This is an optimization exercise on Yosys and OpenROAD, whose aim is small area, a short achievable clock period and few clock cycles per item, not a production implementation. The RTL was checked by simulation tests, not by an equivalence proof against the original design.

==> job 5926 <==
// ex_stage_muldiv
module ex_stage_muldiv #(
  parameter int unsigned DATA_W  = 32,
  parameter int unsigned SHAMT_W = $clog2(DATA_W)
) (
  input  logic              clk,
  input  logic              rst_n,
  input  logic              pridictor_wrong,
  input  logic [3:0]        id_ex_alu_op,
  input  logic              id_ex_reg_dst,
  input  logic              id_ex_alu_src,
  input  logic              id_ex_mem_read,
  input  logic              id_ex_mem_write,
  input  logic              id_ex_mem_to_reg,
  input  logic              id_ex_reg_write,
  input  logic              id_ex_branch,
  input  logic              id_ex_branch_bne,
  input  logic [DATA_W-1:0] id_ex_reg_read_data1,
  input  logic [DATA_W-1:0] id_ex_reg_read_data2,
  input  logic [4:0]        id_ex_rs,
  input  logic [4:0]        id_ex_rt,
  input  logic [4:0]        id_ex_rd,
  input  logic [DATA_W-1:0] id_ex_sign_extended,
  input  logic [DATA_W-1:0] ex_mem_alu_result,
  input  logic [DATA_W-1:0] wb_write_data,
  input  logic [4:0]        ex_mem_rd,
  input  logic [4:0]        mem_wb_rd,
  input  logic              ex_mem_reg_write_in,
  input  logic              mem_wb_reg_write,
  output logic [DATA_W-1:0] ex_mem_alu_result_out,
  output logic [DATA_W-1:0] ex_mem_reg_read_data2,
  output logic [4:0]        ex_mem_rd_out,
  output logic              ex_mem_mem_read,
  output logic              ex_mem_mem_write,
  output logic              ex_mem_mem_to_reg,
  output logic              ex_mem_reg_write,
  output logic              ex_mem_branch,
  output logic              ex_mem_branch_bne,
  output logic [4:0]        id_ex_rt_out,
  output logic              id_ex_mem_read_out,
  output logic              ex_stall,
  output logic              md_busy
);
export LEC_CHECK = 0
export CAP_MARGIN = 20
export CORE_MARGIN = 2
export CORE_UTILIZATION = 40
export SETUP_SLACK_MARGIN = 4.5
export SLEW_MARGIN = 20
create_clock -name core_clock -period 10.0 [get_ports {clk}]
standard.sh (not shown) runs the stock make flow with config.mk's settings and CLKGATE_MAP_FILE= SYNTH_SCRIPT=/design/flow/synth_recipe.tcl, a recipe that flattens the netlist after the stock synthesis.
==> flow/flow/run.sh <==
#!/bin/bash
# Standard layout, except that the port buffers are buf_2 cells rather than the
# delay-cell buffers buffer_ports picks by default.
set -euo pipefail
export BUFFER_PORTS_ARGS="-buffer_cell sky130_fd_sc_hd__buf_2"
bash standard.sh > standard_flow.log 2>&1
==> job 2393: changes against job 5926 <==
--- a/flow/design.v
+++ b/flow/design.v
@@ -99,20 +99,20 @@
     end
   end
   logic         sub;
   logic [W:0]   sum;
   logic         lt_s, lt_u;
-  assign sub  = op_sub || op_slt || op_sltu;
+  assign sub  = is_r ? funct[1] : id_ex_alu_op[0];
   pfx_add #(.W(W)) u_alu_add (.a(fwd_a), .b(alu_b ^ {W{sub}}), .ci(sub), .s(sum[W-1:0]), .co(sum[W]));
   assign lt_u = !sum[W];
   assign lt_s = (fwd_a[W-1] ^ alu_b[W-1]) ? fwd_a[W-1] : sum[W-1];
   logic [W-1:0] sh_in, sh_out, sh_rev;
   logic         sh_fill;
   always_comb begin
-    for (int i = 0; i < W; i++) sh_in[i] = op_sll ? fwd_b[W-1-i] : fwd_b[i];
+    for (int i = 0; i < W; i++) sh_in[i] = funct[1] ? fwd_b[i] : fwd_b[W-1-i];
   end
-  assign sh_fill = op_sra && fwd_b[W-1];
+  assign sh_fill = funct[1] && funct[0] && fwd_b[W-1];
   assign sh_out  = W'($signed({sh_fill, sh_in}) >>> shamt);
   always_comb begin
     for (int i = 0; i < W; i++) sh_rev[i] = sh_out[W-1-i];
   end
   logic [W-1:0] hi_q, lo_q, alu_res;
@@ -156,21 +156,22 @@
   logic         hinv_q;                                      
   logic         dv_q, sg_q, an_q, qn_q, dneg_q, fixu_q, nega_q, bp_q;
   logic [3:0]   cnt_q;
   logic [W-1:0] d_q;
   logic         p1_q, p2_q, n1_q, n2_q, q1_q, q2_q, r1_q, r2_q, cx_q;
+  logic         xm_q, xi_q, xl_q;
   logic         accept;
   assign md_busy = busy_q;
   assign accept  = is_md && !flush && !busy_q;
   logic [WA-1:0] bx, bx2, x1, y1, s1, x2, y2, s2;
   logic [W-1:0]  m1, m2;
   logic          g1, g2;
   assign bx  = {{3{sg_q && d_q[W-1]}}, d_q};
   assign bx2 = {bx[WA-2:0], 1'b0};
   assign x1 = ({WA{m_div_q}} & {2'b00, hi_q, lo_q[W-1]})
-            | ({WA{m_mul_q || m_hi_q}} & ({{3{hi_q[W-1]}}, hi_q} ^ {WA{m_hi_q && hinv_q}}))
-            | ({WA{m_nl_q}} & {3'b111, ~lo_q});
+            | ({WA{xm_q}} & ({{3{hi_q[W-1]}}, hi_q} ^ {WA{xi_q}}))
+            | ({WA{xl_q}} & {3'b111, ~lo_q});
   assign y1 = ({WA{p1_q}} & bx) | ({WA{p2_q}} & bx2) | ({WA{n1_q}} & ~bx) | ({WA{n2_q}} & ~bx2);
   pfx_add #(.W(WA)) u_add1 (.a(x1), .b(y1), .ci(n1_q || n2_q || cx_q), .s(s1), .co());
   assign g1 = !s1[WA-1];
   assign m1 = g1 ? s1[W-1:0] : x1[W-1:0];
   assign x2 = m_div_q ? {2'b00, m1, lo_q[W-2]} : {{2{s1[WA-1]}}, s1[WA-1:2]};
@@ -309,10 +310,11 @@
       dneg_q  <= 1'b0;
       fixu_q  <= 1'b0;
       hi_q    <= '0;
       lo_q    <= '0;
       {p1_q, p2_q, n1_q, n2_q, q1_q, q2_q, r1_q, r2_q, cx_q} <= '0;
+      {xm_q, xi_q, xl_q} <= '0;
     end else begin
       busy_q  <= busy_d;
       m_div_q <= m_div_d;
       m_mul_q <= m_mul_d;
       m_nl_q  <= m_nl_d;
@@ -329,10 +331,13 @@
       fixu_q  <= fixu_d;
       hi_q    <= hi_d;
       lo_q    <= lo_d;
       {p1_q, p2_q, n1_q, n2_q, q1_q, q2_q, r1_q, r2_q, cx_q} <=
         {p1_d, p2_d, n1_d, n2_d, q1_d, q2_d, r1_d, r2_d, cx_d};
+      xm_q    <= m_mul_d || m_hi_d;
+      xi_q    <= m_hi_d && hinv_d;
+      xl_q    <= m_nl_d;
     end
   end
 endmodule
 module pfx_add #(parameter int W = 32) (
   input  logic [W-1:0] a, b,
Settings changed: ABC_AREA from default to 1, SETUP_SLACK_MARGIN 4.5 to 3.5.
==> job 4015: changes against job 5926 <==
--- a/flow/design.v
+++ b/flow/design.v
@@ -99,20 +99,20 @@
     end
   end
   logic         sub;
   logic [W:0]   sum;
   logic         lt_s, lt_u;
-  assign sub  = op_sub || op_slt || op_sltu;
+  assign sub  = is_r ? funct[1] : id_ex_alu_op[0];
   pfx_add #(.W(W)) u_alu_add (.a(fwd_a), .b(alu_b ^ {W{sub}}), .ci(sub), .s(sum[W-1:0]), .co(sum[W]));
   assign lt_u = !sum[W];
   assign lt_s = (fwd_a[W-1] ^ alu_b[W-1]) ? fwd_a[W-1] : sum[W-1];
   logic [W-1:0] sh_in, sh_out, sh_rev;
   logic         sh_fill;
   always_comb begin
-    for (int i = 0; i < W; i++) sh_in[i] = op_sll ? fwd_b[W-1-i] : fwd_b[i];
+    for (int i = 0; i < W; i++) sh_in[i] = funct[1] ? fwd_b[i] : fwd_b[W-1-i];
   end
-  assign sh_fill = op_sra && fwd_b[W-1];
+  assign sh_fill = funct[1] && funct[0] && fwd_b[W-1];
   assign sh_out  = W'($signed({sh_fill, sh_in}) >>> shamt);
   always_comb begin
     for (int i = 0; i < W; i++) sh_rev[i] = sh_out[W-1-i];
   end
   logic [W-1:0] hi_q, lo_q, alu_res;
Settings changed: ABC_AREA from default to 1, SETUP_SLACK_MARGIN 4.5 to 3.0.
==> run notes <==
metric                                                      job 4015   job 2393   job 5926
Global routing usage on met2                                   65.3%      60.1%      54.8%
Total number of vias                                           32900      33400      31900
Sequential cell count                                            198        200        198
Clk slew on worst S/H paths                                  0.10 ns    0.10 ns    0.09 ns
Multi-input comb cells                                          3367       3319       2891
Placed cell count                                               5251       5247       4492
Run status                                  timing/DRC/antenna clean  timing/DRC/antenna clean  timing/DRC/antenna clean
Diodes inserted                                                    8          0          9
Post-DR vias/cell                                               6.20       6.24       6.66
X dimension of the die                                        260 um     265 um     264 um
Crit-path max cell delay                                     0.84 ns    0.56 ns    0.46 ns
Register area                                              5120 um^2  5180 um^2  5130 um^2
Post-layout minimum cycle time                               6.83 ns    6.39 ns    6.94 ns
Chip Height                                                   260 um     265 um     264 um
Clock insertion delay at the later pin of the skew report    0.52 ns    0.53 ns    0.52 ns
Placer congestion estimate                                      1.06       1.10       1.03
Testbench counts of job 5926, summed over its fixed seeds: cycles 7,077, instrs 4,816.
Testbench counts of job 2393, summed over its fixed seeds: cycles 7,077, instrs 4,816.
Testbench counts of job 4015, summed over its fixed seeds: cycles 7,077, instrs 4,816.

## separate check: timing with driven ports
How much do the figures lean on ideal ports? The routed layouts below were timed once more, with nothing changed but the port constraints.
Step 1 sets driving cells, clkbuf_16 on the clock port and buf_2 on the other inputs (assumed; they add their load-dependent delay and slew).
Step 2 adds t to the input delays and takes it off the output delays; t is the mean of the earliest and latest rising clock arrival at the registers after step 1. Input paths then give back, and output paths get back, about the clock's delay inside the block.
Slacks: ideal ports / drivers / drivers and shift; pairs: ideal ports / drivers.
run | t, ns | setup WS [ns] | worst data-port slew with drivers (ns)
job 5926 | 0.562 | 3.063 / 3.063 / 3.063 | 0.11
job 2393 | 0.587 | 3.608 / 3.608 / 3.169 | 0.05
job 4015 | 0.577 | 3.171 / 3.171 / 2.738 | 0.12
After both steps every run listed still meets setup and hold. For job 2393, which loses most, drivers alone change the setup slack by 0.000 ns; drivers and shift together by -0.439 ns.
